Background: an optimization exercise with open tools, aiming at small area, a short achievable clock period and few clock cycles. Do not read the settings as production practice.
The RTL was checked by simulation tests, not by an equivalence proof against the original design.
Power figures rest on the tool's default switching activity, not on a simulated workload.

==> inputs of try-harbor <==
==> flow/design.v (excerpt) <==
module ambient_light_backlight_controller (
   input  logic       clock,
   input  logic       reset,
   input  logic        req_valid,
   output logic        req_ready,
   input  logic        req_kind,
   input  logic [15:0] req_lux_sample,
   input  logic        req_auto_mode,
   input  logic        req_slider_valid,
   input  logic [7:0]  req_slider_level,
   output logic        rsp_valid,
   input  logic        rsp_ready,
   output logic [9:0]  rsp_backlight_level,
   output logic        rsp_level_written,
   output logic [9:0]  rsp_target_level,
   output logic [15:0] rsp_filtered_lux,
   input  logic       csr_wr_en,
   input  logic [2:0] csr_index,
   input  logic [9:0] csr_wr_data
);
export LEC_CHECK = 0
export CAP_MARGIN = 20
export CORE_MARGIN = 2
export CORE_UTILIZATION = 40
export SETUP_SLACK_MARGIN = 1.5
export SLEW_MARGIN = 20
create_clock -name core_clock -period 10.0 [get_ports {clock}]
run.sh (not shown) runs the stock make flow with config.mk's settings and CLKGATE_MAP_FILE= SYNTH_SCRIPT=/design/flow/synth_recipe.tcl, a recipe that flattens the netlist after the stock synthesis.
==> try-cedar (differences from try-harbor) <==
--- a/flow/design.v
+++ b/flow/design.v
@@ -8,11 +8,12 @@
    localparam logic [9:0]  MIN_LEVEL_RST  = 10'd2;
    localparam logic [9:0]  MAX_LEVEL_RST  = 10'd510;
    localparam logic [7:0]  SLIDER_RST     = 8'd128;
 endpackage
 module als_div_steps #(
-   parameter int STEPS = 4
+   parameter int STEPS = 4,
+   parameter int RW    = 17
 ) (
    input  logic [16:0]      r_in,
    input  logic [16:0]      d,
    input  logic [STEPS-1:0] n_bits,    
    output logic [16:0]      r_out,
@@ -26,38 +27,46 @@
       for (int s = 0; s < STEPS; s++) begin
          t[s]    = {r[s], n_bits[STEPS-1-s]};
          diff[s] = {1'b0, t[s]} - {2'b00, d};
          q_bits[STEPS-1-s] = !diff[s][18];
          r[s+1]  = diff[s][18] ? t[s][16:0] : diff[s][16:0];
+         if (RW + s + 1 < 17) begin
+            r[s+1] = r[s+1] & (17'h1ffff >> (16 - RW - s));
+         end
       end
       r_out = r[STEPS];
    end
 endmodule
-module als_mul #(
-   parameter int WA = 10,
-   parameter int WB = 10
-) (
-   input  logic [WA-1:0]    a,
-   input  logic [WB-1:0]    b,
-   output logic [WA+WB-1:0] p
+module als_mul10 (
+   input  logic [9:0]  a,
+   input  logic [9:0]  b,
+   output logic [19:0] p
 );
-   localparam int W = WA + WB;
-   logic [W-1:0] s [WB+1];
-   logic [W-1:0] c [WB+1];
-   logic [W-1:0] row [WB];
+   logic [19:0] row [10];
+   logic [19:0] s [8];
+   logic [19:0] c [8];
+   function automatic logic [39:0] csa(input logic [19:0] x, input logic [19:0] y,
+                                       input logic [19:0] z);
+      logic [19:0] sum, cry;
+      sum = x ^ y ^ z;
+      cry = ((x & y) | (x & z) | (y & z)) << 1;
+      csa = {sum, cry};
+   endfunction
    always_comb begin
-      for (int k = 0; k < WB; k++) begin
-         row[k] = b[k] ? (W'(a) << k) : '0;
-      end
-      s[0] = '0;
-      c[0] = '0;
-      for (int k = 0; k < WB; k++) begin
-         s[k+1] = s[k] ^ c[k] ^ row[k];
-         c[k+1] = ((s[k] & c[k]) | (s[k] & row[k]) | (c[k] & row[k])) << 1;
+      for (int k = 0; k < 10; k++) begin
+         row[k] = b[k] ? (20'(a) << k) : 20'd0;
       end
+      {s[0], c[0]} = csa(row[0], row[1], row[2]);
+      {s[1], c[1]} = csa(row[3], row[4], row[5]);
+      {s[2], c[2]} = csa(row[6], row[7], row[8]);
+      {s[3], c[3]} = csa(s[0], c[0], s[1]);
+      {s[4], c[4]} = csa(c[1], s[2], c[2]);
+      {s[5], c[5]} = csa(s[3], c[3], s[4]);
+      {s[6], c[6]} = csa(s[5], c[5], c[4]);
+      {s[7], c[7]} = csa(s[6], c[6], row[9]);
    end
-   assign p = s[WB] + c[WB];
+   assign p = s[7] + c[7];
 endmodule
 module als_window (
    input  logic        clock,
    input  logic        reset,
    input  logic        wr_en,
@@ -188,16 +197,18 @@
    logic [7:0]  sw1;
    logic        am2, mc2, cap2;
    logic [7:0]  sw2;
    logic        am2b, mc2b, cap2b;
    logic [7:0]  sw2b;
-   logic [16:0] rem2b, den2b;
+   logic [12:0] rem2b;
+   logic [16:0] den2b;
    logic [7:0]  xlo2b;
    logic [1:0]  q2b;
    logic        am2c, mc2c, cap2c;
    logic [7:0]  sw2c;
-   logic [16:0] rem2c, den2c;
+   logic [15:0] rem2c;
+   logic [16:0] den2c;
    logic [4:0]  xlo2c;
    logic [4:0]  q2c;
    logic        v2d, ld2d;
    logic        am2d, mc2d, cap2d;
    logic [17:0] sprod2d;
@@ -263,22 +274,22 @@
             default: begin
             end
          endcase
       end
    end
-   logic [19:0] max_mid;
-   als_mul #(.WA(10), .WB(10)) u_max_mid (
-      .a (max_ff),
-      .b (midpoint_ff),
-      .p (max_mid)
+   logic [19:0] mul_p;
+   als_mul10 u_mul (
+      .a (v2c ? span_abs_ff : max_ff),
+      .b (v2c ? {2'b00, sw2c} : midpoint_ff),
+      .p (mul_p)
    );
-   logic signed [10:0] span;
-   assign span = $signed({1'b0, max_ff}) - $signed({1'b0, min_ff});
+   assign span_ff = $signed({1'b0, max_ff}) - $signed({1'b0, min_ff});
    always_ff @(posedge clock) begin
-      kdiv_ff     <= {1'b0, max_mid} + {11'd0, midpoint_ff} - 21'd1;
-      span_ff     <= span;
-      span_abs_ff <= span[10] ? 10'(-span) : span[9:0];
+      if (!v2c) begin
+         kdiv_ff <= {1'b0, mul_p} + {11'd0, midpoint_ff} - 21'd1;
+      end
+      span_abs_ff <= span_ff[10] ? 10'(-span_ff) : span_ff[9:0];
    end
    als_window u_window (
       .clock   (clock),
       .reset   (reset),
       .wr_en   (samp_fire),
@@ -322,11 +333,11 @@
       s = a ^ b ^ c;
       k = ((a & b) | (a & c) | (b & c)) << 1;
       csa = {s, k};
    endfunction
    assign ema_err   = {1'b0, med1, 8'h00} - {1'b0, filt_ff};
-   assign ema_fall  = ema_err[24];
+   assign ema_fall  = (med1 < filt_ff[23:8]) || ((med1 == filt_ff[23:8]) && (filt_ff[7:0] != 8'd0));
    assign ema_alpha = ema_fall ? alpha_down_ff : alpha_up_ff;
    assign ema_e32   = {{7{ema_err[24]}}, ema_err};
    always_comb begin
       for (int k = 0; k < 8; k++) begin
          ema_row[k] = ema_alpha[k] ? (ema_e32 << k) : 32'd0;
@@ -370,11 +381,11 @@
    logic [2:0]  q2b_bits;
    logic [2:0]  q2c_bits;
    logic [1:0]  q2d_bits;
    assign x2 = kdiv_ff + {5'd0, filt_ff[23:8]} + {20'd0, filt_ff[7]};
    assign d2 = {1'b0, filt_ff[23:8]} + {7'd0, midpoint_ff} + {16'd0, filt_ff[7]};
-   als_div_steps #(.STEPS(2)) u_div_a (
+   als_div_steps #(.STEPS(2), .RW(11)) u_div_a (
       .r_in   ({6'd0, x2[20:10]}),
       .d      (d2),
       .n_bits (x2[9:8]),
       .r_out  (rem2_out),
       .q_bits (q2_bits)
@@ -383,18 +394,18 @@
       if (ld2b) begin
          am2b   <= am2;
          mc2b   <= mc2;
          cap2b  <= cap2;
          sw2b   <= sw2;
-         rem2b  <= rem2_out;
+         rem2b  <= rem2_out[12:0];
          den2b  <= d2;
          xlo2b  <= x2[7:0];
          q2b    <= q2_bits;
       end
    end
-   als_div_steps #(.STEPS(3)) u_div_b (
-      .r_in   (rem2b),
+   als_div_steps #(.STEPS(3), .RW(13)) u_div_b (
+      .r_in   ({4'd0, rem2b}),
       .d      (den2b),
       .n_bits (xlo2b[7:5]),
       .r_out  (rem2b_out),
       .q_bits (q2b_bits)
    );
@@ -402,35 +413,29 @@
       if (ld2c) begin
          am2c   <= am2b;
          mc2c   <= mc2b;
          cap2c  <= cap2b;
          sw2c   <= sw2b;
-         rem2c  <= rem2b_out;
+         rem2c  <= rem2b_out[15:0];
          den2c  <= den2b;
          xlo2c  <= xlo2b[4:0];
          q2c    <= {q2b, q2b_bits};
       end
    end
-   als_div_steps #(.STEPS(3)) u_div_c (
-      .r_in   (rem2c),
+   als_div_steps #(.STEPS(3), .RW(16)) u_div_c (
+      .r_in   ({1'd0, rem2c}),
       .d      (den2c),
       .n_bits (xlo2c[4:2]),
       .r_out  (rem2c_out),
       .q_bits (q2c_bits)
    );
-   logic [17:0] slider_prod;
-   als_mul #(.WA(10), .WB(8)) u_slider_mul (
-      .a (span_abs_ff),
-      .b (sw2c),
-      .p (slider_prod)
-   );
    always_ff @(posedge clock) begin
       if (ld2d) begin
          am2d   <= am2c;
          mc2d   <= mc2c;
          cap2d  <= cap2c;
-         sprod2d <= slider_prod;
+         sprod2d <= mul_p[17:0];
          rem2d  <= rem2c_out;
          den2d  <= den2c;
          xlo2d  <= xlo2c[1:0];
          q2d    <= {q2c, q2c_bits};
       end
@@ -467,28 +472,31 @@
          auto3 <= auto_low ? min_ff : (max_ff - c2d);
       end
    end
    logic signed [10:0] off_in;
    logic signed [12:0] tgt_sum;
+   logic               tgt_below, tgt_above;
    logic [9:0]         tgt;
-   logic [9:0]         tgt_dist;
+   logic signed [13:0] dist_sum;
+   logic signed [10:0] dist_min, dist_max;
+   logic               far_sum, far_min, far_max;
    logic               goal_move;
    logic [9:0]         goal_new;
    assign off_in   = mc3 ? 11'sd0 : offset_ff;
    assign tgt_sum  = cap3 ? $signed({3'b000, smap3})
                           : ($signed({3'b000, auto3}) + {{2{off_in[10]}}, off_in});
-   always_comb begin
-      if (tgt_sum < $signed({3'b000, min_ff})) begin
-         tgt = min_ff;
-      end else if (tgt_sum > $signed({3'b000, max_ff})) begin
-         tgt = max_ff;
-      end else begin
-         tgt = tgt_sum[9:0];
-      end
-   end
-   assign tgt_dist  = (tgt > goal_ff) ? (tgt - goal_ff) : (goal_ff - tgt);
-   assign goal_move = mc3 || !goal_valid_ff || (tgt_dist > {4'b0000, band_ff});
+   assign tgt_below = tgt_sum < $signed({3'b000, min_ff});
+   assign tgt_above = tgt_sum > $signed({3'b000, max_ff});
+   assign tgt       = tgt_below ? min_ff : (tgt_above ? max_ff : tgt_sum[9:0]);
+   assign dist_sum = $signed({tgt_sum[12], tgt_sum}) - $signed({4'b0000, goal_ff});
+   assign dist_min = $signed({1'b0, min_ff}) - $signed({1'b0, goal_ff});
+   assign dist_max = $signed({1'b0, max_ff}) - $signed({1'b0, goal_ff});
+   assign far_sum  = (dist_sum > $signed({8'd0, band_ff})) || (dist_sum < -$signed({8'd0, band_ff}));
+   assign far_min  = (dist_min > $signed({5'd0, band_ff})) || (dist_min < -$signed({5'd0, band_ff}));
+   assign far_max  = (dist_max > $signed({5'd0, band_ff})) || (dist_max < -$signed({5'd0, band_ff}));
+   assign goal_move = mc3 || !goal_valid_ff
+                   || (tgt_below ? far_min : (tgt_above ? far_max : far_sum));
    assign goal_new  = goal_move ? tgt : goal_ff;
    always_ff @(posedge clock) begin
       if (v3 && ld4) begin
          goal_ff       <= goal_new;
          goal_valid_ff <= 1'b1;
--- a/flow/config.mk
+++ b/flow/config.mk
@@ -3,10 +3,11 @@
 export DESIGN_NICKNAME = ambient_light_backlight_controller
 export VERILOG_FILES = /design/flow/design.v
 export SDC_FILE = /design/flow/constraint.sdc
 export NUM_CORES = 4
 export LEC_CHECK = 0
+export ABC_AREA = 1
 export CAP_MARGIN = 20
 export CORE_MARGIN = 2
 export CORE_UTILIZATION = 40
 export SETUP_SLACK_MARGIN = 1.5
 export SLEW_MARGIN = 20
==> qor summary <==
| quantity | try-harbor | try-cedar |
|---|---|---|
| Horizontal die dimension | 365 um | 366 um |
| Fraction of power consumed by sequential logic | 16.3% | 18.6% |
| Status | finished clean | finished clean |
| Total detailed-routing wirelength | 138000 um | 152000 um |
| Routed vias | 39800 | 43300 |
| Instance count after placement with tap cells included | 7253 | 8062 |
| Worst Path Buf+Inv | 4 | 7 |
| Comb_multi_in | 4108 | 4595 |
| Crit. path cell count | 33 | 39 |
| Synthesized flop and latch total | 554 | 539 |
| Starting DRT DRC Count | 2785 | 3307 |
| Number of global-route vias before repair | 39700 | 42200 |
| Met1 wire length | 63000 um | 68400 um |
| Synth-to-layout area growth | 15.8% | 9.93% |
| Power share of the combinational group | 71.7% | 69.0% |
| Met2 GRT Util | 35.2% | 37.1% |
| Sequential power | 0.00366 W | 0.00367 W |
Testbench counts of try-harbor, summed over its fixed seeds: cycles 3,920.
Testbench counts of try-cedar, summed over its fixed seeds: cycles 3,920.

## afterwards: timing with drivers on the ports
The flow's constraints put no driver on any port. The routed layouts listed below were extracted and timed again, unchanged, in two steps. Step 1 assumes that a clkbuf_16 drives the clock port and a buf_2 every other input. Step 2 moves the port delays by t, midway between the first and last clock arrival at a register: inputs arrive t later, outputs are due t later. That takes back most of the time a late clock gives input paths. Three values: ideal ports, drivers, drivers and shift; two values: the first two.
run | t, ns | setup WS [ns] | latest minus earliest clock arrival (ns) | slew at the worst register clock pin (ns)
try-harbor | 0.736 | 1.228 / 1.156 / 1.451 | 0.036 / 0.035 | 0.07 / 0.07
try-cedar | 0.712 | 1.826 / 1.752 / 2.045 | 0.035 / 0.035 | 0.07 / 0.07
After both steps setup and hold are still met in every run listed.
